From an optimization exercise on the open Yosys and OpenROAD flow, aimed at small area, a short achievable clock period and few clock cycles per item; shortcuts taken in it are not production practice. Where RTL was checked, it was by simulation tests only, not by an equivalence proof against the original. The RTL of run 1 was laid out without a check of its function.

## flow/design.v (module list and top-level ports; edited modules follow where they fit)
// module fcv_mul: 2648 lines
// module fcv_div: 99 lines
// module formation_consensus_velocity: 609 lines
module formation_consensus_velocity
#(
    parameter int NUM_AGENTS = 5
)(
    input  logic        clk,
    input  logic        rst_n,
    input  logic        start,
    output logic        busy,
    input  logic [2:0]  kind,
    input  logic [7:0]  agent_id,
    input  logic signed [31:0] pos_x,
    input  logic signed [31:0] pos_y,
    input  logic [2:0]  row_index,
    input  logic [2:0]  col_index,
    input  logic signed [31:0] table_word,
    output logic        done,
    output logic signed [31:0] velocity_x,
    output logic signed [31:0] velocity_y,
    output logic        id_known,
    output logic        localized,
    output logic        singular,
    input  logic        psel,
    input  logic        penable,
    input  logic        pwrite,
    input  logic [2:0]  paddr,
    input  logic [31:0] pwdata,
    output logic [31:0] prdata,
    output logic        pready
);
  // ...
==> flow/run.sh <==
#!/bin/bash
# synth_recipe.tcl (not shown) runs the flow's synth.tcl, then flattens the netlist and writes it again
# the make line also repeats each setting of config.mk as NAME=value (left out here)
make -C /OpenROAD-flow-scripts/flow DESIGN_CONFIG=/design/flow/config.mk WORK_HOME=/design/flow/orfs CLKGATE_MAP_FILE= SYNTH_SCRIPT=/design/flow/synth_recipe.tcl finish
==> flow/config.mk <==
export PLATFORM = sky130hd
export DESIGN_NAME = formation_consensus_velocity
export DESIGN_NICKNAME = formation_consensus_velocity
export VERILOG_FILES = /design/flow/design.v
export SDC_FILE = /design/flow/constraint.sdc
export NUM_CORES = 4
export LEC_CHECK = 0
export ABC_AREA = 1
export CAP_MARGIN = 20
export CORE_MARGIN = 2
export CORE_UTILIZATION = 35
export PLACE_DENSITY = 0.5
export SLEW_MARGIN = 20
==> flow/constraint.sdc <==
create_clock -name core_clock -period 12.0 [get_ports {clk}]
set_input_delay 2.4000 -clock core_clock [delete_from_list [all_inputs] [get_ports {clk}]]
set_output_delay 2.4000 -clock core_clock [all_outputs]
set_load 0.01 [all_outputs]
==> flow_metrics.env, run 1 <==
export IMPL_grt_pass1_wl_um=1210000
export IMPL_vias=180761
export IMPL_clock_cell_area_share_pct=5.06
export IMPL_fp_dieW_um=768
export IMPL_critPathLaunchType="flip-flop"
export IMPL_nWellTaps=7755
export IMPL_use_met1_pct=37.0
export IMPL_cts_buffers=358
export IMPL_top_layer="met5"
export IMPL_n_sequential_cell=3008
export IMPL_vias_per_cell=5.52
export IMPL_ys_ff_latch=3008
export IMPL_nonClkBufAreaFrac_pct=2.28
export IMPL_max_slew_margin_pct=8.95
export IMPL_finalCritPeriodShare_pct=71.6
export IMPL_htree_levels=5
export IMPL_use_met2_pct=44.4
export IMPL_synthMuxAreaShare_pct=0.104
export IMPL_critical_path_top_delay_family="simple AND/OR/NAND/NOR gates"
export IMPL_synth_largest_area_cell="edfxtp_1"
export IMPL_setup_worst_path_end="acc_reg[4][9]"
export IMPL_outcome="no timing/DRC/antenna violations"
export IMPL_setup_viol_count_final=0
export IMPL_largest_reg_flops=800
export IMPL_worst_pin_slew_ns=1.35
export IMPL_synthCells=24818
export IMPL_pre_cts_slack_ns=3.78
export IMPL_portBuffers=194
export IMPL_yosys_area_top_type_share_pct=39.7
export IMPL_met2_length_um=384000
export IMPL_buffers=614
export IMPL_synthTopCellsByArea="edfxtp_1, nand2_1, inv_1"
export IMPL_synthTopCellsByCount="nand2_1, inv_1, edfxtp_1"
export IMPL_worst_path_max_fanout=31
==> module fcv_div, before the edit <==
module fcv_div
(
    input  logic        clk,
    input  logic        rst_n,
    input  logic        init,
    input  logic [63:0] num_abs,
    input  logic        num_neg,
    input  logic [46:0] den_abs,
    input  logic        den_neg,
    output logic        done,
    output logic [31:0] quot
);
    localparam int NUM_AGENTS_DEF = 5;
    localparam int FRAC_BITS      = 16;
    localparam int Q_W            = 32;
    function automatic logic [31:0] sat33(input logic [32:0] v);
        if (v[32] != v[31])
            sat33 = v[32] ? 32'h8000_0000 : 32'h7fff_ffff;
        else
            sat33 = v[31:0];
    endfunction
    function automatic logic [31:0] qsub(input logic [31:0] a, input logic [31:0] b);
        qsub = sat33({a[31], a} - {b[31], b});
    endfunction
    function automatic logic [31:0] qadd(input logic [31:0] a, input logic [31:0] b);
        qadd = sat33({a[31], a} + {b[31], b});
    endfunction
    function automatic logic [31:0] qscale(input logic [63:0] p);
        if (p[63:47] != {17{p[63]}})
            qscale = p[63] ? 32'h8000_0000 : 32'h7fff_ffff;
        else
            qscale = p[47:16];
    endfunction
    logic        run_reg;
    logic        done_reg;
    logic [3:0]  cnt_reg;
    logic [46:0] rem_reg;
    logic [31:0] quo_reg;
    logic        ovf_reg;
    logic        neg_reg;
    logic [47:0] r1, r2;
    logic [47:0] d1, d2;
    logic        ge1, ge2;
    logic [46:0] rem1;
    logic        sat;
    always_comb
    begin
        r1   = {rem_reg, quo_reg[31]};
        d1   = r1 - {1'b0, den_abs};
        ge1  = !d1[47];
        rem1 = ge1 ? d1[46:0] : r1[46:0];
        r2   = {rem1, quo_reg[30]};
        d2   = r2 - {1'b0, den_abs};
        ge2  = !d2[47];
    end
    always_ff @(posedge clk or negedge rst_n)
    begin
        if (!rst_n)
        begin
            run_reg  <= 1'b0;
            done_reg <= 1'b0;
            cnt_reg  <= '0;
        end
        else if (init)
        begin
            run_reg  <= 1'b1;
            done_reg <= 1'b0;
            cnt_reg  <= '0;
        end
        else if (run_reg)
        begin
            cnt_reg <= cnt_reg + 4'd1;
            if (cnt_reg == 4'd15)
            begin
                run_reg  <= 1'b0;
                done_reg <= 1'b1;
            end
        end
    end
    always_ff @(posedge clk)
    begin
        if (init)
        begin
            rem_reg <= {15'd0, num_abs[63:32]};
            quo_reg <= num_abs[31:0];
            ovf_reg <= ({15'd0, num_abs[63:32]} >= den_abs);
            neg_reg <= num_neg ^ den_neg;
        end
        else if (run_reg)
        begin
            rem_reg <= ge2 ? d2[46:0] : r2[46:0];
            quo_reg <= {quo_reg[29:0], ge1, ge2};
        end
    end
    assign done = done_reg;
    assign sat  = ovf_reg | quo_reg[31];
    assign quot = neg_reg ? (sat ? 32'h8000_0000 : (32'd0 - quo_reg))
                          : (sat ? 32'h7fff_ffff : quo_reg);
endmodule
==> inputs of run 2 (changes only) <==
--- a/flow/design.v
+++ b/flow/design.v
@@ -2666,110 +2666,176 @@
     assign pc[62] = c960;
     assign ps[63] = 1'b1;
     assign pc[63] = 1'b0;
 endmodule
 module fcv_div
 (
     input  logic        clk,
     input  logic        rst_n,
+    input  logic        clr,
     input  logic        init,
-    input  logic [63:0] num_abs,
+    input  logic [78:0] num_sh,
+    input  logic [3:0]  cycles,
     input  logic        num_neg,
+    input  logic        num_ovf,
     input  logic [46:0] den_abs,
+    input  logic [48:0] den_abs3,
     input  logic        den_neg,
     output logic        done,
-    output logic [31:0] quot
+    output logic [31:0] quo,
+    output logic        sat,
+    output logic        neg
 );
-    localparam int NUM_AGENTS_DEF = 5;
-    localparam int FRAC_BITS      = 16;
-    localparam int Q_W            = 32;
-    function automatic logic [31:0] sat33(input logic [32:0] v);
-        if (v[32] != v[31])
-            sat33 = v[32] ? 32'h8000_0000 : 32'h7fff_ffff;
-        else
-            sat33 = v[31:0];
-    endfunction
-    function automatic logic [31:0] qsub(input logic [31:0] a, input logic [31:0] b);
-        qsub = sat33({a[31], a} - {b[31], b});
-    endfunction
-    function automatic logic [31:0] qadd(input logic [31:0] a, input logic [31:0] b);
-        qadd = sat33({a[31], a} + {b[31], b});
-    endfunction
-    function automatic logic [31:0] qscale(input logic [63:0] p);
-        if (p[63:47] != {17{p[63]}})
-            qscale = p[63] ? 32'h8000_0000 : 32'h7fff_ffff;
-        else
-            qscale = p[47:16];
-    endfunction
     logic        run_reg;
     logic        done_reg;
     logic [3:0]  cnt_reg;
     logic [46:0] rem_reg;
     logic [31:0] quo_reg;
     logic        ovf_reg;
     logic        neg_reg;
-    logic [47:0] r1, r2;
-    logic [47:0] d1, d2;
-    logic        ge1, ge2;
-    logic [46:0] rem1;
-    logic        sat;
+    logic [48:0] r;
+    logic [48:0] s1, s2, s3;
+    logic        ge1, ge2, ge3;
+    logic [46:0] rem_n;
+    logic [1:0]  dig;
+    assign r = {rem_reg, quo_reg[31:30]};
+    fcv_add #(49) u_sub1 (.a(r), .b(~{2'b00, den_abs}), .cin(1'b1), .s(s1), .cout(ge1));
+    fcv_add #(49) u_sub2 (.a(r), .b(~{1'b0, den_abs, 1'b0}), .cin(1'b1), .s(s2), .cout(ge2));
+    fcv_add #(49) u_sub3 (.a(r), .b(~den_abs3), .cin(1'b1), .s(s3), .cout(ge3));
     always_comb
     begin
-        r1   = {rem_reg, quo_reg[31]};
-        d1   = r1 - {1'b0, den_abs};
-        ge1  = !d1[47];
-        rem1 = ge1 ? d1[46:0] : r1[46:0];
-        r2   = {rem1, quo_reg[30]};
-        d2   = r2 - {1'b0, den_abs};
-        ge2  = !d2[47];
+        if (ge3)
+        begin
+            dig = 2'd3; rem_n = s3[46:0];
+        end
+        else if (ge2)
+        begin
+            dig = 2'd2; rem_n = s2[46:0];
+        end
+        else if (ge1)
+        begin
+            dig = 2'd1; rem_n = s1[46:0];
+        end
+        else
+        begin
+            dig = 2'd0; rem_n = r[46:0];
+        end
     end
     always_ff @(posedge clk or negedge rst_n)
     begin
         if (!rst_n)
         begin
             run_reg  <= 1'b0;
             done_reg <= 1'b0;
             cnt_reg  <= '0;
         end
         else if (init)
         begin
             run_reg  <= 1'b1;
             done_reg <= 1'b0;
-            cnt_reg  <= '0;
+            cnt_reg  <= cycles;
+        end
+        else if (clr)
+        begin
+            run_reg  <= 1'b0;
+            done_reg <= 1'b0;
         end
         else if (run_reg)
         begin
-            cnt_reg <= cnt_reg + 4'd1;
-            if (cnt_reg == 4'd15)
+            cnt_reg <= cnt_reg - 4'd1;
+            if (cnt_reg == 4'd0)
             begin
                 run_reg  <= 1'b0;
                 done_reg <= 1'b1;
             end
         end
     end
     always_ff @(posedge clk)
     begin
         if (init)
         begin
-            rem_reg <= {15'd0, num_abs[63:32]};
-            quo_reg <= num_abs[31:0];
-            ovf_reg <= ({15'd0, num_abs[63:32]} >= den_abs);
+            rem_reg <= num_sh[78:32];
+            quo_reg <= num_sh[31:0];
+            ovf_reg <= num_ovf;
             neg_reg <= num_neg ^ den_neg;
         end
         else if (run_reg)
         begin
-            rem_reg <= ge2 ? d2[46:0] : r2[46:0];
-            quo_reg <= {quo_reg[29:0], ge1, ge2};
+            rem_reg <= rem_n;
+            quo_reg <= {quo_reg[29:0], dig};
         end
     end
     assign done = done_reg;
     assign sat  = ovf_reg | quo_reg[31];
-    assign quot = neg_reg ? (sat ? 32'h8000_0000 : (32'd0 - quo_reg))
-                          : (sat ? 32'h7fff_ffff : quo_reg);
+    assign quo  = quo_reg;
+    assign neg  = neg_reg;
+endmodule
+module fcv_add #(parameter int W = 48) (
+    input  logic [W-1:0] a, b,
+    input  logic         cin,
+    output logic [W-1:0] s,
+    output logic         cout
+);
+    localparam int L = $clog2(W + 1);
+    logic [W:0] g [0:2*L+1];
+    logic [W:0] p [0:2*L+1];
+    genvar i, l;
+    assign g[0][0] = cin;
+    assign p[0][0] = 1'b0;
+    for (i = 0; i < W; i++) begin : g_bit
+        assign g[0][i+1] = a[i] & b[i];
+        assign p[0][i+1] = a[i] ^ b[i];
+    end
+    for (l = 0; l < L; l++) begin : g_up
+        for (i = 0; i <= W; i++) begin : g_n
+            if (((i + 1) % (1 << (l + 1))) == 0) begin : g_c
+                assign g[l+1][i] = g[l][i] | (p[l][i] & g[l][i - (1 << l)]);
+                assign p[l+1][i] = p[l][i] & p[l][i - (1 << l)];
+            end else begin : g_p
+                assign g[l+1][i] = g[l][i];
+                assign p[l+1][i] = p[l][i];
+            end
+        end
+    end
+    for (l = L - 1; l >= 1; l--) begin : g_dn
+        for (i = 0; i <= W; i++) begin : g_n
+            if (((i + 1) % (1 << l)) == (1 << (l - 1)) && i >= (1 << l)) begin : g_c
+                assign g[2*L-l][i] = g[2*L-l-1][i] | (p[2*L-l-1][i] & g[2*L-l-1][i - (1 << (l - 1))]);
+                assign p[2*L-l][i] = p[2*L-l-1][i] & p[2*L-l-1][i - (1 << (l - 1))];
+            end else begin : g_p
+                assign g[2*L-l][i] = g[2*L-l-1][i];
+                assign p[2*L-l][i] = p[2*L-l-1][i];
+            end
+        end
+    end
+    for (i = 0; i < W; i++) begin : g_s
+        assign s[i] = p[0][i+1] ^ g[2*L-1][i];
+    end
+    assign cout = g[2*L-1][W];
+endmodule
+module fcv_qsub (
+    input  logic [31:0] a,
+    input  logic [31:0] b,
+    output logic [31:0] y
+);
+    logic [32:0] d;
+    logic        co;
+    fcv_add #(33) u_add (.a({a[31], a}), .b(~{b[31], b}), .cin(1'b1), .s(d), .cout(co));
+    assign y = (d[32] != d[31]) ? (d[32] ? 32'h8000_0000 : 32'h7fff_ffff) : d[31:0];
+endmodule
+module fcv_qadd (
+    input  logic [31:0] a,
+    input  logic [31:0] b,
+    output logic [31:0] y
+);
+    logic [32:0] d;
+    logic        co;
+    fcv_add #(33) u_add (.a({a[31], a}), .b({b[31], b}), .cin(1'b0), .s(d), .cout(co));
+    assign y = (d[32] != d[31]) ? (d[32] ? 32'h8000_0000 : 32'h7fff_ffff) : d[31:0];
 endmodule
 module formation_consensus_velocity
 #(
     parameter int NUM_AGENTS = 5
 )(
     input  logic        clk,
     input  logic        rst_n,
     input  logic        start,
@@ -2830,68 +2896,101 @@
     localparam int AC_B10 = 5;
     localparam int AC_B11 = 6;
     localparam int AC_VX  = 7;
     localparam int AC_VY  = 8;
     localparam int AC_N   = 9;
     localparam logic [3:0] S_IDLE   = 4'd0;
     localparam logic [3:0] S_VX     = 4'd1;
     localparam logic [3:0] S_VY     = 4'd2;
-    localparam logic [3:0] S_SELF   = 4'd3;
-    localparam logic [3:0] S_L      = 4'd4;
-    localparam logic [3:0] S_DET    = 4'd5;
-    localparam logic [3:0] S_N      = 4'd6;
-    localparam logic [3:0] S_TFETCH = 4'd7;
-    localparam logic [3:0] S_TWAIT  = 4'd8;
-    localparam logic [3:0] S_TW1    = 4'd9;
-    localparam logic [3:0] S_TW2    = 4'd10;
-    localparam logic [3:0] S_POS    = 4'd11;
+    localparam logic [3:0] S_L      = 4'd3;
+    localparam logic [3:0] S_DET    = 4'd4;
+    localparam logic [3:0] S_N      = 4'd5;
+    localparam logic [3:0] S_TWAIT  = 4'd6;
+    localparam logic [3:0] S_TW     = 4'd7;
+    localparam logic [3:0] S_PF     = 4'd8;
+    localparam logic [3:0] S_POS    = 4'd9;
+    localparam logic [3:0] OP_ZERO  = 4'd0;
+    localparam logic [3:0] OP_G     = 4'd1;
+    localparam logic [3:0] OP_QA    = 4'd2;
+    localparam logic [3:0] OP_QB    = 4'd3;
+    localparam logic [3:0] OP_QC    = 4'd4;
+    localparam logic [3:0] OP_QD    = 4'd5;
+    localparam logic [3:0] OP_A00   = 4'd6;
+    localparam logic [3:0] OP_A01   = 4'd7;
+    localparam logic [3:0] OP_A11   = 4'd8;
+    localparam logic [3:0] OP_B00   = 4'd9;
+    localparam logic [3:0] OP_B01   = 4'd10;
+    localparam logic [3:0] OP_B10   = 4'd11;
+    localparam logic [3:0] OP_B11   = 4'd12;
+    localparam logic [3:0] OP_TH    = 4'd13;
+    localparam int TK_W = 17;
+    typedef struct packed {
+        logic       q;       
+        logic       first;   
+        logic       last;    
+        logic       clr;     
+        logic       load;    
+        logic       neg;     
+        logic       dq;      
+        logic       init;    
+        logic [1:0] lane;
+        logic [3:0] dst;
+        logic [2:0] flags;   
+    } tok_t;
     logic [7:0]  id_reg    [5];
     logic [4:0]  mask_reg  [5];
     logic [31:0] gain_reg  [5][5];
     logic [31:0] shx_tab   [5];
     logic [31:0] shy_tab   [5];
     logic [31:0] px_tab    [5];
     logic [31:0] py_tab    [5];
     logic [4:0]  pos_valid_reg;
     logic [2:0]  miss_reg;
     logic [3:0]  state_reg;
     logic        busy_reg;
     logic [2:0]  lop_reg;
     logic [1:0]  tr_reg;
-    logic [2:0]  slot_reg;
     logic [4:0]  nb_reg;
     logic [4:0]  nrem_reg;
     logic [4:0]  lrem_reg;
+    logic [4:0]  kk_oh;
+    logic [4:0]  slot_oh;
+    logic        vlow_reg;
     logic        vfirst_reg;
     logic        lfirst_reg;
     logic        known_reg;
     logic        loc_reg;
     logic        sing_reg;
     logic [31:0] cx_reg, cy_reg;
-    logic [31:0] shx_reg, shy_reg;
-    logic [31:0] hx_reg, hy_reg, xx_reg, xy_reg;
+    logic [31:0] fg_reg, fqa_reg, fqb_reg, fqc_reg, fqd_reg;
+    logic        f_v;
+    logic [3:0]  f_asel, f_bsel;
+    logic [1:0]  f_th;
+    tok_t        f_tok;
     logic [31:0] a_reg, b_reg;
-    logic        m_v, m_q, m_first, m_last, m_clr, m_load, m_neg, m_dq, m_init;
-    logic [3:0]  m_dst;
-    logic [1:0]  m_lane;
-    logic [2:0]  m_flags;
+    logic        m_v, x_v, y_v, z_v;
+    tok_t        m_tok, x_tok, y_tok, z_tok;
     logic [63:0] ps_reg, pc_reg;
-    logic        x_v, x_q, x_first, x_last, x_clr, x_load, x_neg, x_dq, x_init;
-    logic [3:0]  x_dst;
-    logic [1:0]  x_lane;
-    logic [2:0]  x_flags;
+    logic [63:0] prod_reg;
+    logic [31:0] qv_reg;
+    logic [31:0] accin_reg;
     logic [31:0] acc_reg [AC_N];
     logic [63:0] wide_reg;
-    logic        dqcap_reg;
-    logic [3:0]  linit_reg;
-    logic [46:0] dabs_reg;
-    logic        dneg_reg;
     logic        done_reg;
     logic [2:0]  oflags_reg;
+    logic        dq1_reg, dq2_reg;
+    logic [3:0]  li1_reg, li2_reg;
+    logic [63:0] nabs_reg;
+    logic [6:0]  nlen_reg;
+    logic        nneg_reg;
+    logic [46:0] dabs_reg;
+    logic [48:0] dabs3_reg;
+    logic [5:0]  dlen_reg;
+    logic        dneg_reg;
     logic        accept;
     logic        hit;
     logic [2:0]  hit_slot;
     logic        miss_valid;
     logic        row_ok, col_ok;
     assign accept     = start && !busy_reg;
     assign miss_valid = (miss_reg < 3'd5);
     assign row_ok     = (row_index < 3'd5);
@@ -2906,238 +3005,359 @@
             begin
                 hit      = 1'b1;
                 hit_slot = 3'(s);
             end
         end
     end
     logic [4:0] hit_mask;
     assign hit_mask = mask_reg[hit_slot];
-    function automatic logic [2:0] lowest(input logic [4:0] m);
-        lowest = 3'd0;
-        for (int i = 4; i >= 0; i--)
-            if (m[i]) lowest = 3'(i);
+    logic [4:0]  eq_id;
+    logic [4:0]  hit_oh;
+    logic [4:0]  locreq_s;
+    logic [4:0]  kk_init_s   [5];
+    logic [4:0]  nrem_init_s [5];
+    logic [4:0]  lrem_init_s [5];
+    logic [4:0]  sel_kk, sel_nrem, sel_lrem, sel_nb;
+    logic        sel_loc;
+    logic [4:0]  miss_oh_c;
+    logic [4:0]  low_miss_c;
+    assign miss_oh_c  = 5'd1 << miss_reg;
+    assign low_miss_c = miss_oh_c - 5'd1;
+    always_comb
+    begin
+        for (int k = 0; k < 5; k++)
+        begin
+            eq_id[k]       = (id_reg[k] == agent_id);
+            locreq_s[k]    = miss_valid && mask_reg[k][miss_reg];
+            kk_init_s[k]   = locreq_s[k] ? lowbit(mask_reg[k] & ~miss_oh_c) : lowbit(mask_reg[k]);
+            nrem_init_s[k] = locreq_s[k] ? (mask_reg[k] & low_miss_c) : (mask_reg[k] & ~lowbit(mask_reg[k]));
+            lrem_init_s[k] = (mask_reg[k] & ~miss_oh_c) & ~lowbit(mask_reg[k] & ~miss_oh_c);
+        end
+        hit_oh[0] = eq_id[0];
+        hit_oh[1] = eq_id[1] && !eq_id[0];
+        hit_oh[2] = eq_id[2] && (eq_id[1:0] == 2'b00);
+        hit_oh[3] = eq_id[3] && (eq_id[2:0] == 3'b000);
+        hit_oh[4] = eq_id[4] && (eq_id[3:0] == 4'b0000);
+        sel_kk   = '0;
+        sel_nrem = '0;
+        sel_lrem = '0;
+        sel_nb   = '0;
+        sel_loc  = 1'b0;
+        for (int k = 0; k < 5; k++)
+        begin
+            sel_kk   = sel_kk   | ({5{hit_oh[k]}} & kk_init_s[k]);
+            sel_nrem = sel_nrem | ({5{hit_oh[k]}} & nrem_init_s[k]);
+            sel_lrem = sel_lrem | ({5{hit_oh[k]}} & lrem_init_s[k]);
+            sel_nb   = sel_nb   | ({5{hit_oh[k]}} & mask_reg[k]);
+            sel_loc  = sel_loc  | (hit_oh[k] & locreq_s[k]);
+        end
+    end
+    function automatic logic [4:0] lowbit(input logic [4:0] m);
+        lowbit = m & (~m + 5'd1);
     endfunction
-    logic [2:0]  kk;
-    logic [2:0]  kv, kl;
-    logic [31:0] rd_gain, rd_px, rd_py, rd_shx, rd_shy;
+    logic [4:0]  miss_oh;
+    logic [4:0]  low_miss;
+    logic [31:0] rd_gain, rd_px, rd_py, rd_shx, rd_shy, self_shx, self_shy;
     logic [31:0] sub_a_in, sub_b_in;
     logic [31:0] qa, qb, qc, qd;
-    assign kv = lowest(nrem_reg);
-    assign kl = lowest(lrem_reg);
+    assign miss_oh  = 5'd1 << miss_reg;
+    assign low_miss = miss_oh - 5'd1;
     always_comb
     begin
-        unique case (state_reg)
-            S_L:      kk = kl;
-            S_TFETCH: kk = miss_reg;
-            default:  kk = kv;
-        endcase
+        rd_gain  = '0;
+        rd_px    = '0;
+        rd_py    = '0;
+        rd_shx   = '0;
+        rd_shy   = '0;
+        self_shx = '0;
+        self_shy = '0;
+        for (int k = 0; k < 5; k++)
+        begin
+            rd_px    = rd_px    | ({32{kk_oh[k] & pos_valid_reg[k]}} & px_tab[k]);
+            rd_py    = rd_py    | ({32{kk_oh[k] & pos_valid_reg[k]}} & py_tab[k]);
+            rd_shx   = rd_shx   | ({32{kk_oh[k]}} & shx_tab[k]);
+            rd_shy   = rd_shy   | ({32{kk_oh[k]}} & shy_tab[k]);
+            self_shx = self_shx | ({32{slot_oh[k]}} & shx_tab[k]);
+            self_shy = self_shy | ({32{slot_oh[k]}} & shy_tab[k]);
+            for (int r = 0; r < 5; r++)
+                rd_gain = rd_gain | ({32{slot_oh[r] & kk_oh[k]}} & gain_reg[r][k]);
+        end
     end
-    assign rd_gain = gain_reg[slot_reg][kk];
-    assign rd_px   = pos_valid_reg[kk] ? px_tab[kk] : 32'd0;
-    assign rd_py   = pos_valid_reg[kk] ? py_tab[kk] : 32'd0;
-    assign rd_shx  = shx_tab[kk];
-    assign rd_shy  = shy_tab[kk];
     assign sub_a_in = (state_reg == S_POS) ? acc_reg[AC_A00] : rd_px;
     assign sub_b_in = (state_reg == S_POS) ? acc_reg[AC_A01] : rd_py;
-    assign qa = qsub(cx_reg, sub_a_in);
-    assign qb = qsub(cy_reg, sub_b_in);
-    assign qc = qsub(shx_reg, rd_shx);
-    assign qd = qsub(shy_reg, rd_shy);
-    logic [63:0] wide_abs;
+    fcv_qsub u_qa (.a(cx_reg), .b(sub_a_in), .y(qa));
+    fcv_qsub u_qb (.a(cy_reg), .b(sub_b_in), .y(qb));
+    fcv_qsub u_qc (.a(self_shx), .b(rd_shx), .y(qc));
+    fcv_qsub u_qd (.a(self_shy), .b(rd_shy), .y(qd));
+    function automatic logic [6:0] bitlen64(input logic [63:0] v);
+        bitlen64 = 7'd0;
+        for (int i = 0; i < 64; i++)
+            if (v[i]) bitlen64 = 7'(i + 1);
+    endfunction
+    function automatic logic [5:0] bitlen47(input logic [46:0] v);
+        bitlen47 = 6'd0;
+        for (int i = 0; i < 47; i++)
+            if (v[i]) bitlen47 = 6'(i + 1);
+    endfunction
+    logic [63:0] wide_negv;
+    logic        c_wn;
+    fcv_add #(64) u_wneg (.a(~wide_reg), .b(64'd0), .cin(1'b1), .s(wide_negv), .cout(c_wn));
     logic [3:0]  lane_done;
-    logic [31:0] lane_q [4];
-    assign wide_abs = wide_reg[63] ? (64'd0 - wide_reg) : wide_reg;
+    logic [31:0] lane_quo [4];
+    logic [3:0]  lane_sat, lane_neg;
+    logic        nabs_ovf;
+    logic [46:0] ovf_d;
+    logic        c_ovf;
+    logic [48:0] d3_sum;
+    logic        c_d3;
+    fcv_add #(47) u_ovf (.a({15'd0, nabs_reg[63:32]}), .b(~dabs_reg), .cin(1'b1), .s(ovf_d), .cout(c_ovf));
+    assign nabs_ovf = c_ovf;
+    fcv_add #(49) u_d3 (.a({2'd0, dabs_reg}), .b({1'b0, dabs_reg, 1'b0}), .cin(1'b0), .s(d3_sum), .cout(c_d3));
+    logic [7:0]  ediff;
+    logic [4:0]  jtop;
+    logic [4:0]  lsh;
+    logic [3:0]  lcyc;
+    logic [78:0] num_sh;
+    assign ediff = {1'b0, nlen_reg} - {2'd0, dlen_reg};
+    always_comb
+    begin
+        if (ediff[7] || ediff[6:0] <= 7'd1)
+            jtop = 5'd1;
+        else if (ediff[6:0] >= 7'd31)
+            jtop = 5'd31;
+        else
+            jtop = ediff[4:0] | 5'd1;
+    end
+    assign lsh    = 5'd31 - jtop;
+    assign lcyc   = jtop[4:1];
+    assign num_sh = {15'd0, nabs_reg} << lsh;
     genvar gl;
     generate
         for (gl = 0; gl < 4; gl++)
         begin : g_lane
             fcv_div u_lane (
                 .clk(clk),
                 .rst_n(rst_n),
-                .init(linit_reg[gl]),
-                .num_abs(wide_abs),
-                .num_neg(wide_reg[63]),
+                .clr(accept && kind == KIND_COMPUTE),
+                .init(li2_reg[gl]),
+                .num_sh(num_sh),
+                .cycles(lcyc),
+                .num_neg(nneg_reg),
+                .num_ovf(nabs_ovf),
                 .den_abs(dabs_reg),
+                .den_abs3(dabs3_reg),
                 .den_neg(dneg_reg),
                 .done(lane_done[gl]),
-                .quot(lane_q[gl])
+                .quo(lane_quo[gl]),
+                .sat(lane_sat[gl]),
+                .neg(lane_neg[gl])
             );
         end
     endgenerate
+    logic [31:0] theta_q;
+    logic [31:0] theta_neg;
+    logic [31:0] theta;
+    logic        c_tn;
+    assign theta_q = lane_quo[f_th];
+    fcv_add #(32) u_tneg (.a(~theta_q), .b(32'd0), .cin(1'b1), .s(theta_neg), .cout(c_tn));
+    assign theta   = lane_neg[f_th] ? (lane_sat[f_th] ? 32'h8000_0000 : theta_neg)
+                                    : (lane_sat[f_th] ? 32'h7fff_ffff : theta_q);
     logic [3:0]  state_n;
     logic        busy_n;
-    logic        iv, iq, ifirst, ilast, iclr, iload, ineg, idq, iinit;
-    logic [3:0]  idst;
-    logic [1:0]  ilane;
-    logic [31:0] ia, ib;
+    logic        iv;
+    logic [3:0]  ia, ib;
+    tok_t        it;
     always_comb
     begin
         state_n = state_reg;
         busy_n  = busy_reg;
-        iv = 1'b0; iq = 1'b1; ifirst = 1'b0; ilast = 1'b0; iclr = 1'b0;
-        iload = 1'b0; ineg = 1'b0; idq = 1'b0; iinit = 1'b0;
-        idst = 4'(AC_VX); ilane = 2'd0;
-        ia = a_reg; ib = b_reg;
+        iv      = 1'b0;
+        ia      = OP_ZERO;
+        ib      = OP_ZERO;
+        it      = '0;
+        it.q    = 1'b1;
+        it.dst  = 4'(AC_VX);
+        it.flags = {known_reg, loc_reg, sing_reg};
         unique case (state_reg)
             S_VX:
             begin
-                iv = 1'b1;
-                if (nrem_reg == 5'd0)
+                if (kk_oh == 5'd0)
                 begin
-                    iclr    = 1'b1;
-                    ilast   = 1'b1;
-                    ia      = 32'd0;
-                    ib      = 32'd0;
-                    state_n = S_IDLE;
-                    busy_n  = 1'b0;
+                    if (vlow_reg)
+                    begin
+                        state_n = S_TWAIT;
+                    end
+                    else
+                    begin
+                        iv       = 1'b1;
+                        it.clr   = 1'b1;
+                        it.last  = 1'b1;
+                        state_n  = S_IDLE;
+                        busy_n   = 1'b0;
+                    end
                 end
                 else
                 begin
-                    ia      = rd_gain;
-                    ib      = qa;
-                    ifirst  = vfirst_reg;
-                    idst    = 4'(AC_VX);
-                    state_n = S_VY;
-                    busy_n  = ((nrem_reg & ~(5'd1 << kv)) != 5'd0);
+                    iv       = 1'b1;
+                    ia       = OP_G;
+                    ib       = OP_QA;
+                    it.first = vfirst_reg;
+                    it.dst   = 4'(AC_VX);
+                    state_n  = S_VY;
+                    busy_n   = vlow_reg || (nrem_reg != 5'd0);
                 end
             end
             S_VY:
             begin
-                iv     = 1'b1;
-                ib     = xy_reg;
-                ifirst = vfirst_reg;
-                idst   = 4'(AC_VY);
-                ilast  = (nrem_reg == 5'd0);
-                if (nrem_reg == 5'd0)
+                iv       = 1'b1;
+                ia       = OP_G;
+                ib       = OP_QB;
+                it.first = vfirst_reg;
+                it.dst   = 4'(AC_VY);
+                if (nrem_reg != 5'd0)
                 begin
-                    state_n = S_IDLE;
-                    busy_n  = 1'b0;
+                    state_n = S_VX;
+                end
+                else if (vlow_reg)
+                begin
+                    state_n = S_TWAIT;
                 end
                 else
                 begin
-                    state_n = S_VX;
-                    busy_n  = 1'b1;
+                    it.last = 1'b1;
+                    state_n = S_IDLE;
                 end
             end
-            S_SELF:
-            begin
-                state_n = S_L;
-            end
             S_L:
             begin
+                it.first = lfirst_reg;
                 unique case (lop_reg)
                     3'd0:
                     begin
-                        if (lrem_reg == 5'd0)
+                        if (kk_oh == 5'd0)
                         begin
                             state_n = lfirst_reg ? S_VX : S_DET;
                         end
                         else
                         begin
-                            iv = 1'b1; ia = qc; ib = qc; idst = 4'(AC_A00); ifirst = lfirst_reg;
+                            iv = 1'b1; ia = OP_QC; ib = OP_QC; it.dst = 4'(AC_A00);
                         end
                     end
-                    3'd1: begin iv = 1'b1; ia = hx_reg; ib = hy_reg; idst = 4'(AC_A01); ifirst = lfirst_reg; end
-                    3'd2: begin iv = 1'b1; ia = hx_reg; ib = xx_reg; idst = 4'(AC_B00); ifirst = lfirst_reg; end
-                    3'd3: begin iv = 1'b1; ia = hx_reg; ib = xy_reg; idst = 4'(AC_B01); ifirst = lfirst_reg; end
-                    3'd4: begin iv = 1'b1; ia = hy_reg; ib = hy_reg; idst = 4'(AC_A11); ifirst = lfirst_reg; end
-                    3'd5: begin iv = 1'b1; ia = hy_reg; ib = xx_reg; idst = 4'(AC_B10); ifirst = lfirst_reg; end
-                    default: begin iv = 1'b1; ia = hy_reg; ib = xy_reg; idst = 4'(AC_B11); ifirst = lfirst_reg; end
+                    3'd1: begin iv = 1'b1; ia = OP_QC; ib = OP_QD; it.dst = 4'(AC_A01); end
+                    3'd2: begin iv = 1'b1; ia = OP_QD; ib = OP_QD; it.dst = 4'(AC_A11); end
+                    3'd3: begin iv = 1'b1; ia = OP_QC; ib = OP_QA; it.dst = 4'(AC_B00); end
+                    3'd4: begin iv = 1'b1; ia = OP_QC; ib = OP_QB; it.dst = 4'(AC_B01); end
+                    3'd5: begin iv = 1'b1; ia = OP_QD; ib = OP_QA; it.dst = 4'(AC_B10); end
+                    default:
+                    begin
+                        iv = 1'b1; ia = OP_QD; ib = OP_QB; it.dst = 4'(AC_B11);
+                        if (lrem_reg == 5'd0)
+                            state_n = S_DET;
+                    end
                 endcase
             end
             S_DET:
             begin
-                iv = 1'b1; iq = 1'b0;
+                iv = 1'b1; it.q = 1'b0;
                 if (lop_reg[0] == 1'b0)
                 begin
-                    ia = acc_reg[AC_A00]; ib = acc_reg[AC_A11]; iload = 1'b1;
+                    ia = OP_A00; ib = OP_A11; it.load = 1'b1;
                 end
                 else
                 begin
-                    ia = acc_reg[AC_A01]; ib = acc_reg[AC_A01]; ineg = 1'b1; idq = 1'b1;
+                    ia = OP_A01; ib = OP_A01; it.neg = 1'b1; it.dq = 1'b1;
                     state_n = S_N;
                 end
             end
             S_N:
             begin
-                iv = 1'b1; iq = 1'b0;
-                ilane = lop_reg[2:1];
+                iv = 1'b1; it.q = 1'b0;
+                it.lane = lop_reg[2:1];
                 unique case (lop_reg)
-                    3'd0: begin ia = acc_reg[AC_A11]; ib = acc_reg[AC_B00]; iload = 1'b1; end
-                    3'd1: begin ia = acc_reg[AC_A01]; ib = acc_reg[AC_B10]; ineg = 1'b1; iinit = 1'b1; end
-                    3'd2: begin ia = acc_reg[AC_A11]; ib = acc_reg[AC_B01]; iload = 1'b1; end
-                    3'd3: begin ia = acc_reg[AC_A01]; ib = acc_reg[AC_B11]; ineg = 1'b1; iinit = 1'b1; end
-                    3'd4: begin ia = acc_reg[AC_A01]; ib = acc_reg[AC_B00]; iload = 1'b1; ineg = 1'b1; end
-                    3'd5: begin ia = acc_reg[AC_A00]; ib = acc_reg[AC_B10]; iinit = 1'b1; end
-                    3'd6: begin ia = acc_reg[AC_A01]; ib = acc_reg[AC_B01]; iload = 1'b1; ineg = 1'b1; end
-                    default: begin ia = acc_reg[AC_A00]; ib = acc_reg[AC_B11]; iinit = 1'b1; end
+                    3'd0: begin ia = OP_A11; ib = OP_B00; it.load = 1'b1; end
+                    3'd1: begin ia = OP_A01; ib = OP_B10; it.neg = 1'b1; it.init = 1'b1; end
+                    3'd2: begin ia = OP_A11; ib = OP_B01; it.load = 1'b1; end
+                    3'd3: begin ia = OP_A01; ib = OP_B11; it.neg = 1'b1; it.init = 1'b1; end
+                    3'd4: begin ia = OP_A01; ib = OP_B00; it.load = 1'b1; it.neg = 1'b1; end
+                    3'd5: begin ia = OP_A00; ib = OP_B10; it.init = 1'b1; end
+                    3'd6: begin ia = OP_A01; ib = OP_B01; it.load = 1'b1; it.neg = 1'b1; end
+                    default: begin ia = OP_A00; ib = OP_B11; it.init = 1'b1; end
                 endcase
                 if (lop_reg == 3'd7)
                 begin
-                    state_n = S_TFETCH;
+                    state_n = S_VX;
                 end
             end
-            S_TFETCH:
-            begin
-                state_n = sing_reg ? S_VX : S_TWAIT;
-            end
             S_TWAIT:
             begin
-                if (lane_done[tr_reg])
+                if (sing_reg)
+                begin
+                    state_n = S_VX;
+                end
+                else if (lane_done[tr_reg])
                 begin
-                    iv     = 1'b1;
-                    ia     = lane_q[tr_reg];
-                    ib     = tr_reg[1] ? hy_reg : hx_reg;
-                    idst   = tr_reg[0] ? 4'(AC_A01) : 4'(AC_A00);
-                    ifirst = !tr_reg[1];
+                    iv       = 1'b1;
+                    ia       = OP_TH;
+                    ib       = tr_reg[1] ? OP_QD : OP_QC;
+                    it.dst   = tr_reg[0] ? 4'(AC_A01) : 4'(AC_A00);
+                    it.first = !tr_reg[1];
                     if (tr_reg == 2'd3)
                     begin
-                        state_n = S_TW1;
+                        state_n = S_TW;
                     end
                 end
             end
-            S_TW1:   state_n = S_TW2;
-            S_TW2:   state_n = S_POS;
+            S_TW:    state_n = (lop_reg == 3'd4) ? S_POS : S_TW;
             S_POS:   state_n = S_VX;
             default: state_n = S_IDLE;
         endcase
         if (accept && kind == KIND_COMPUTE)
         begin
             busy_n = 1'b1;
-            if (hit && miss_valid && hit_mask[miss_reg])
-                state_n = S_SELF;
+            if (sel_loc)
+                state_n = S_L;
             else
                 state_n = S_VX;
         end
     end
     always_ff @(posedge clk or negedge rst_n)
     begin
         if (!rst_n)
         begin
             state_reg     <= S_IDLE;
             busy_reg      <= 1'b0;
             miss_reg      <= 3'd5;
             pos_valid_reg <= '0;
+            f_v           <= 1'b0;
             m_v           <= 1'b0;
             x_v           <= 1'b0;
+            y_v           <= 1'b0;
+            z_v           <= 1'b0;
             done_reg      <= 1'b0;
-            dqcap_reg     <= 1'b0;
-            linit_reg     <= '0;
+            dq1_reg       <= 1'b0;
+            dq2_reg       <= 1'b0;
+            li1_reg       <= '0;
+            li2_reg       <= '0;
         end
         else
         begin
             state_reg <= state_n;
             busy_reg  <= busy_n;
-            m_v       <= iv;
+            f_v       <= iv;
+            m_v       <= f_v;
             x_v       <= m_v;
-            done_reg  <= x_v && x_last;
-            dqcap_reg <= x_v && x_dq;
+            y_v       <= x_v;
+            z_v       <= y_v;
+            done_reg  <= z_v && z_tok.last;
+            dq1_reg   <= y_v && !y_tok.q && y_tok.dq;
+            dq2_reg   <= dq1_reg;
             for (int r = 0; r < 4; r++)
-                linit_reg[r] <= x_v && x_init && (x_lane == 2'(r));
+                li1_reg[r] <= y_v && !y_tok.q && y_tok.init && (y_tok.lane == 2'(r));
+            li2_reg   <= li1_reg;
             if (psel && penable && pwrite && !paddr[2])
                 miss_reg <= pwdata[2:0];
             if (accept && kind == KIND_REPORT && hit && !(miss_valid && hit_slot == miss_reg))
                 pos_valid_reg[hit_slot] <= 1'b1;
             if (state_reg == S_POS)
                 pos_valid_reg[miss_reg] <= 1'b1;
         end
     end
@@ -3183,191 +3403,232 @@
         if (state_reg == S_POS)
         begin
             px_tab[miss_reg] <= qa;
             py_tab[miss_reg] <= qb;
         end
         if (accept && kind == KIND_COMPUTE)
         begin
             known_reg  <= hit;
-            slot_reg   <= hit_slot;
-            nb_reg     <= hit_mask;
-            nrem_reg   <= hit ? hit_mask : 5'd0;
-            lrem_reg   <= hit_mask & ~(5'd1 << miss_reg);
+            nb_reg     <= sel_nb;
+            slot_oh    <= hit_oh;
+            nrem_reg   <= sel_nrem;
+            vlow_reg   <= sel_loc;
+            kk_oh      <= sel_kk;
+            lrem_reg   <= sel_lrem;
             vfirst_reg <= 1'b1;
             lfirst_reg <= 1'b1;
             loc_reg    <= 1'b0;
             sing_reg   <= 1'b0;
             cx_reg     <= pos_x;
             cy_reg     <= pos_y;
             lop_reg    <= 3'd0;
             tr_reg     <= 2'd0;
         end
         else
         begin
             unique case (state_reg)
-                S_VX:
+                S_VY:
                 begin
+                    vfirst_reg <= 1'b0;
                     if (nrem_reg != 5'd0)
                     begin
-                        xy_reg   <= qb;
-                        nrem_reg <= nrem_reg & ~(5'd1 << kv);
+                        kk_oh    <= lowbit(nrem_reg);
+                        nrem_reg <= nrem_reg & ~lowbit(nrem_reg);
+                    end
+                    else
+                    begin
+                        kk_oh <= miss_oh;
                     end
                 end
-                S_VY:
+                S_VX:
                 begin
-                    vfirst_reg <= 1'b0;
-                end
-                S_SELF:
-                begin
-                    shx_reg <= shx_tab[slot_reg];
-                    shy_reg <= shy_tab[slot_reg];
-                    lop_reg <= 3'd0;
+                    if (kk_oh == 5'd0)
+                        kk_oh <= miss_oh;
                 end
                 S_L:
                 begin
                     if (lop_reg == 3'd0)
                     begin
-                        if (lrem_reg == 5'd0)
+                        if (kk_oh == 5'd0)
                         begin
                             if (lfirst_reg)
                             begin
-                                sing_reg   <= 1'b1;
-                                nrem_reg   <= nb_reg;
-                                vfirst_reg <= 1'b1;
+                                sing_reg <= 1'b1;
+                                kk_oh    <= lowbit(nb_reg);
+                                nrem_reg <= nb_reg & ~lowbit(nb_reg);
+                                vlow_reg <= 1'b0;
                             end
                         end
                         else
                         begin
-                            hx_reg  <= qc;
-                            hy_reg  <= qd;
-                            xx_reg  <= qa;
-                            xy_reg  <= qb;
                             lop_reg <= 3'd1;
                         end
                     end
                     else if (lop_reg == 3'd6)
                     begin
                         lop_reg    <= 3'd0;
                         lfirst_reg <= 1'b0;
-                        lrem_reg   <= lrem_reg & ~(5'd1 << kl);
+                        kk_oh      <= lowbit(lrem_reg);
+                        lrem_reg   <= lrem_reg & ~lowbit(lrem_reg);
                     end
                     else
                     begin
                         lop_reg <= lop_reg + 3'd1;
                     end
                 end
                 S_DET:
                 begin
                     lop_reg <= lop_reg[0] ? 3'd0 : 3'd1;
                 end
                 S_N:
                 begin
                     lop_reg <= lop_reg + 3'd1;
+                    if (lop_reg == 3'd7)
+                    begin
+                        kk_oh    <= lowbit(nrem_reg);
+                        nrem_reg <= nrem_reg & ~lowbit(nrem_reg);
+                    end
                 end
-                S_TFETCH:
+                S_TWAIT:
                 begin
-                    hx_reg <= qc;
-                    hy_reg <= qd;
-                    tr_reg <= 2'd0;
+                    lop_reg <= 3'd0;
                     if (sing_reg)
                     begin
-                        nrem_reg   <= nb_reg;
-                        vfirst_reg <= 1'b1;
+                        kk_oh    <= lowbit(nb_reg & ~low_miss);
+                        nrem_reg <= (nb_reg & ~low_miss) & ~lowbit(nb_reg & ~low_miss);
+                        vlow_reg <= 1'b0;
+                    end
+                    else if (lane_done[tr_reg])
+                    begin
+                        tr_reg <= tr_reg + 2'd1;
                     end
                 end
-                S_TWAIT:
+                S_TW:
                 begin
-                    if (lane_done[tr_reg])
-                        tr_reg <= tr_reg + 2'd1;
+                    lop_reg <= lop_reg + 3'd1;
                 end
                 S_POS:
                 begin
-                    loc_reg    <= 1'b1;
-                    nrem_reg   <= nb_reg;
-                    vfirst_reg <= 1'b1;
+                    loc_reg  <= 1'b1;
+                    kk_oh    <= lowbit(nb_reg & ~low_miss);
+                    nrem_reg <= (nb_reg & ~low_miss) & ~lowbit(nb_reg & ~low_miss);
+                    vlow_reg <= 1'b0;
                 end
                 default: ;
             endcase
         end
-        if (dqcap_reg)
-        begin
-            dabs_reg <= wide_abs[62:16];
-            dneg_reg <= wide_reg[63];
-            if (wide_abs[62:16] == 47'd0)
+        nabs_reg <= wide_reg[63] ? wide_negv : wide_reg;
+        nlen_reg <= bitlen64(wide_reg ^ {64{wide_reg[63]}}) + 7'd1;
+        nneg_reg <= wide_reg[63];
+        if (dq2_reg)
+        begin
+            dabs_reg <= nabs_reg[62:16];
+            dlen_reg <= bitlen47(nabs_reg[62:16]);
+            dneg_reg <= nneg_reg;
+            if (nabs_reg[62:16] == 47'd0)
                 sing_reg <= 1'b1;
         end
-        a_reg   <= ia;
-        b_reg   <= ib;
-        m_q     <= iq;
-        m_first <= ifirst;
-        m_last  <= ilast;
-        m_clr   <= iclr;
-        m_load  <= iload;
-        m_neg   <= ineg;
-        m_dq    <= idq;
-        m_init  <= iinit;
-        m_dst   <= idst;
-        m_lane  <= ilane;
-        m_flags <= {known_reg, loc_reg || (state_reg == S_POS), sing_reg};
+        dabs3_reg <= d3_sum;
+        fg_reg  <= rd_gain;
+        fqa_reg <= qa;
+        fqb_reg <= qb;
+        fqc_reg <= qc;
+        fqd_reg <= qd;
+        f_asel  <= ia;
+        f_bsel  <= ib;
+        f_th    <= tr_reg;
+        f_tok   <= it;
+    end
+    function automatic logic [31:0] opsel(input logic [3:0] sel, input logic [31:0] th);
+        unique case (sel)
+            OP_G:    opsel = fg_reg;
+            OP_QA:   opsel = fqa_reg;
+            OP_QB:   opsel = fqb_reg;
+            OP_QC:   opsel = fqc_reg;
+            OP_QD:   opsel = fqd_reg;
+            OP_A00:  opsel = acc_reg[AC_A00];
+            OP_A01:  opsel = acc_reg[AC_A01];
+            OP_A11:  opsel = acc_reg[AC_A11];
+            OP_B00:  opsel = acc_reg[AC_B00];
+            OP_B01:  opsel = acc_reg[AC_B01];
+            OP_B10:  opsel = acc_reg[AC_B10];
+            OP_B11:  opsel = acc_reg[AC_B11];
+            OP_TH:   opsel = th;
+            default: opsel = 32'd0;
+        endcase
+    endfunction
+    always_ff @(posedge clk)
+    begin
+        a_reg <= opsel(f_asel, theta);
+        b_reg <= opsel(f_bsel, theta);
+        m_tok <= f_tok;
     end
     logic [63:0] ps, pc;
     fcv_mul u_mul (
         .a(a_reg),
         .b(b_reg),
         .ps(ps),
         .pc(pc)
     );
     always_ff @(posedge clk)
     begin
-        ps_reg  <= ps;
-        pc_reg  <= pc;
-        x_q     <= m_q;
-        x_first <= m_first;
-        x_last  <= m_last;
-        x_clr   <= m_clr;
-        x_load  <= m_load;
-        x_neg   <= m_neg;
-        x_dq    <= m_dq;
-        x_init  <= m_init;
-        x_dst   <= m_dst;
-        x_lane  <= m_lane;
-        x_flags <= m_flags;
+        ps_reg <= ps;
+        pc_reg <= pc;
+        x_tok  <= m_tok;
     end
     logic [63:0] prod;
-    logic [31:0] qv;
-    logic [31:0] acc_in;
-    logic [31:0] acc_sum;
+    logic        c_prod;
+    fcv_add #(64) u_prod (.a(ps_reg), .b(pc_reg), .cin(1'b0), .s(prod), .cout(c_prod));
+    always_ff @(posedge clk)
+    begin
+        prod_reg <= prod;
+        y_tok    <= x_tok;
+    end
     logic [63:0] wide_in;
     logic [63:0] wide_sum;
-    assign prod     = ps_reg + pc_reg;
-    assign qv       = qscale(prod);
-    assign acc_in   = x_first ? 32'd0 : acc_reg[x_dst];
-    assign acc_sum  = qadd(acc_in, qv);
-    assign wide_in  = x_load ? 64'd0 : wide_reg;
-    assign wide_sum = x_neg ? (wide_in - prod) : (wide_in + prod);
+    logic        c_wide;
+    assign wide_in = y_tok.load ? 64'd0 : wide_reg;
+    fcv_add #(64) u_wide (.a(wide_in), .b(prod_reg ^ {64{y_tok.neg}}), .cin(y_tok.neg), .s(wide_sum), .cout(c_wide));
     always_ff @(posedge clk)
     begin
-        if (x_v)
+        qv_reg    <= qscale(prod_reg);
+        accin_reg <= y_tok.first ? 32'd0 : acc_rd;
+        z_tok     <= y_tok;
+        if (y_v && !y_tok.q)
+            wide_reg <= wide_sum;
+    end
+    logic [31:0] acc_rd;
+    always_comb
+    begin
+        acc_rd = '0;
+        for (int i = 0; i < AC_N; i++)
+            acc_rd = acc_rd | ({32{y_tok.dst == 4'(i)}} & acc_reg[i]);
+    end
+    logic [31:0] acc_in;
+    logic [31:0] acc_sum;
+    assign acc_in = accin_reg;
+    fcv_qadd u_acc (.a(acc_in), .b(qv_reg), .y(acc_sum));
+    always_ff @(posedge clk)
+    begin
+        if (z_v)
         begin
-            if (x_clr)
+            if (z_tok.clr)
             begin
                 acc_reg[AC_VX] <= 32'd0;
                 acc_reg[AC_VY] <= 32'd0;
             end
-            else if (x_q)
-            begin
-                acc_reg[x_dst] <= acc_sum;
-            end
-            else
+            else if (z_tok.q)
             begin
-                wide_reg <= wide_sum;
+                for (int i = 0; i < AC_N; i++)
+                    if (z_tok.dst == 4'(i))
+                        acc_reg[i] <= acc_sum;
             end
-            if (x_last)
-                oflags_reg <= x_flags;
+            if (z_tok.last)
+                oflags_reg <= z_tok.flags;
         end
     end
     assign busy       = busy_reg;
     assign done       = done_reg;
     assign velocity_x = acc_reg[AC_VX];
     assign velocity_y = acc_reg[AC_VY];
     assign id_known   = oflags_reg[2];
     assign localized  = oflags_reg[1];
==> flow/config.mk (replaced) <==
export PLATFORM = sky130hd
export DESIGN_NAME = formation_consensus_velocity
export DESIGN_NICKNAME = formation_consensus_velocity
export VERILOG_FILES = /design/flow/design.v
export SDC_FILE = /design/flow/constraint.sdc
export NUM_CORES = 4
export LEC_CHECK = 0
export ABC_AREA = 1
export CAP_MARGIN = 20
export CORE_MARGIN = 2
export CORE_UTILIZATION = 40
export PLACE_DENSITY = 0.55
export SETUP_SLACK_MARGIN = 5
export SLEW_MARGIN = 20
==> flow_metrics.env, run 2 <==
export IMPL_setup_tns_ns=0
export IMPL_critical_path_top_delay_family="simple AND/OR/NAND/NOR gates"
export IMPL_vias=147067
export IMPL_synth_edf_count=2328
export IMPL_fp_dieW_um=688
export IMPL_rows=251
export IMPL_first_pass_iters=7
export IMPL_finalCritPeriodShare_pct=56.1
export IMPL_ys_ff_latch=3076
export IMPL_vias_per_cell=5.81
export IMPL_criticalPathCategory="input port to flip-flop"
export IMPL_cts_num_sinks=3076
export IMPL_max_freq_mhz=149
export IMPL_dp_hpwl_um=480000
export IMPL_final_cell_mix="nand2_1, edfxtp_1, inv_1, o21ai_0, ha_1"
export IMPL_worst_path_max_fanout=38
export IMPL_worst_setup_path_end_kind="flip-flop"
export IMPL_grt_pass1_wl_um=992000
export IMPL_route_detailed_drc=0
export IMPL_dp_cells=24557
export IMPL_finalWorstSetupSlack_ns=5.27
export IMPL_async_reset_ff_share_pct=1.72
export IMPL_syn2layout_area_growth_pct=12.1
export IMPL_setup_viol_count_final=0
export IMPL_min_from="f_tok[14]"
export IMPL_cp_arrival_ns=7.31
export IMPL_fin_area_mm2=0.210
export IMPL_fin_worst_skew_ns=0.0651
export IMPL_cp_startpoint="agent_id[1]"
export IMPL_cpPeakStageDelay_ns=0.67
export IMPL_cp_data_required_time_ns=12.58
export IMPL_pre_cts_slack_ns=3.09
export IMPL_grt_pass1_vias=140830
export IMPL_worst_path_buf_inv=6
export IMPL_whs_path_depth=0
export IMPL_place_area_mm2=0.196
export IMPL_outcome="no timing/DRC/antenna violations"
export IMPL_avgRoutedWirePerCell_um=27.3
export IMPL_critPathLaunchType="input port"
export IMPL_synthTopCellsByArea="edfxtp_1, fa_1, dfxtp_1"
export IMPL_cpMaxStageDelayCell="buf_4"
export IMPL_drive_gt1_share_pct=8.09
export IMPL_htree_levels=5
export IMPL_syn_area_per_cell_um2=9.98
export IMPL_wl_um=691000
export IMPL_place_gp_congestion=0.991
export IMPL_crit_cells=18
export IMPL_grt_overflow=0
export IMPL_largest_reg_flops=800
export IMPL_worst_path_most_repeated_cell="nand2_1"
export IMPL_die_h_um=688
export IMPL_globalRouteTotalUtil_pct=28.5
export IMPL_r2r_start="state_reg[1]"
export IMPL_regToRegSetupSlack_ns=5.29
export IMPL_clk_latency_ns=1.00
export IMPL_cts_buffers=353
export IMPL_yosys_warnings=26
export IMPL_synth_largest_area_cell="edfxtp_1"
export IMPL_instances_no_fill=25322
export IMPL_root_buffer="clkbuf_16"
export IMPL_seq_area_frac_synth_pct=45.5
export IMPL_min_to="m_tok[14]"
export IMPL_fillers=44026
export IMPL_antenna_found_initial=40
export IMPL_slew_viol_final=0
export IMPL_final_util_pct=45.0
export IMPL_r2r_cells=37
export IMPL_path_clk_slew_ns=0.06
export IMPL_die_area_mm2=0.473
export IMPL_finalHoldViolCount=0
export IMPL_portBuffers=194
export IMPL_start_util_pct=40.1
export IMPL_clock_path_buffers=4
export IMPL_maxCapViolCount=0
export IMPL_yosysUniqueCellTypes=103
export IMPL_rsz0062_at_grt="true"
export IMPL_synth_ff_type="edfxtp_1"
export IMPL_cp_cell_sequence="clkdlybuf4s50_1 -> inv_1 -> or2_2 -> nand4_1 -> nor3_1 -> nand2_1 -> clkinv_1 -> nor2_1 -> nand2_1 -> inv_1 -> nand2_1 -> xor2_1 -> nand4_1 -> nand2_1 -> inv_1 -> nand2_1 -> nand2_4 -> buf_4"
export IMPL_core_area_mm2=0.466
export IMPL_synthTopCellsByCount="nand2_1, edfxtp_1, inv_1"
export IMPL_tritoncts="yes"
export IMPL_max_slew_margin_pct=15.6
export IMPL_worst_pin_slew_ns=1.26
export IMPL_yosysMostFrequentCell="nand2_1"
export IMPL_r2r_end="px_tab[4][0]"
export IMPL_synthCells=18739
export IMPL_min_path_type="flip-flop to flip-flop"
export IMPL_nets=20902
export IMPL_holdWs_ns=0.316
export IMPL_antenna_left=0
export IMPL_yosys_area_top_type_share_pct=37.4
export IMPL_io_pins=256
export IMPL_cts_hold_buffers=0
export IMPL_final_common_cell="nand2_1"
export IMPL_syn_cell_area_mm2=0.187
export IMPL_period_minus_slack_ns=6.73
export IMPL_drt_initial_drc_count=17463
export IMPL_grt_max_degree=80
-- run 2: what timing repair did --
action / CTS / global route
setup buffers: 36 / 59
endpoints found under the setup margin: 638 / 832
pin swaps: 10 / 51
resized for setup: 94 / 153
cloned: 1 / 3
-- run 2: worst reg2reg max path, delay by kind of cell, from the launching register on --
| family | cells | cell delay (ns) |
|---|---|---|
| AOI/OAI and AO/OA | 17 | 2.54 |
| adders and majority gates | 2 | 0.93 |
| buffers and inverters | 5 | 0.87 |
| DFF | 1 | 0.44 |
| and+or+nand+nor | 13 | 1.65 |
-- run 2: final cells by class --
class	count	area [um2]	share of cell area (%)
multi-input combinational	12630	91000	43.4
sequential	3076	85200	40.6
clock buffer	480	10000	4.77
inverter	2078	7940	3.79
tap	6198	7750	3.70
timing repair buffer	678	6030	2.88
clock inverter	173	1760	0.841
antenna	9	22.5	0.0107
-- run 2: cell families (layout without fill, tap and decap cells) --
logic type      after synthesis  in the layout  synth area share, %
compound gates             4630           4630                 15.4
xor+xnor                   1104           1104                 5.17
fa+ha+maj                  1931           1931                 16.3
buf+inv                    3062           3409                 6.51
flops                      3076           3076                 45.5
mux                          29             29                0.157
other cells                   2             39              0.00402
simple gates               4905           4906                 10.9
-- run 2: worst max-delay path by stage --
stage	end	slack [ns]
6_report	py_tab[1][17]	5.27
5_1_grt	g_lane[0].u_lane.rem_reg[45]	4.93
4_1_cts	fqd_reg[24]	5.02
3_5_place_dp	py_tab[4][3]	3.09
3_3_place_gp	py_tab[4][3]	3.13
2_1_floorplan	px_tab[3][0]	4.50
-- run 2: layer usage --
metal	up-vias	GRT usage (%)	wire length (um)
met5	-	0	173
met4	24	14.2	41000
met3	1471	5.80	66200
met2	7231	43.5	300000
met1	72441	38.5	284000
li1	65900	-	-
Testbench counts of run 2, summed over its fixed seeds: cycles 12,917, items 864.

[static timing again, ports no longer ideal]
No port has a modelled driver above. Below, the same layouts with a new extraction and two added sets of constraints. Step 1 sets driving cells, clkbuf_16 on the clock port and buf_2 on the other inputs (assumed; they add their load-dependent delay and slew). Step 2 times the ports against the registers' clock, not the clock port: input delays grow and output delays shrink by t, the midpoint of the rising clock arrivals with the driver on. Three values: ideal ports, drivers, drivers and shift; two values: the first two.
| run | t, ns | slack for setup (ns) | clock arrival spread, ns | worst register clock-pin slew, ns |
|---|---|---|---|---|
| run 1 | 1.113 | 3.404 / 3.404 / 3.404 | 0.101 / 0.101 | 0.07 / 0.07 |
| run 2 | 1.111 | 5.272 / 5.287 / 4.272 | 0.083 / 0.083 | 0.07 / 0.07 |
After both steps every run listed still meets setup and hold. For run 2, which loses most, drivers alone change the setup slack by +0.015 ns; drivers and shift together by -1.000 ns.
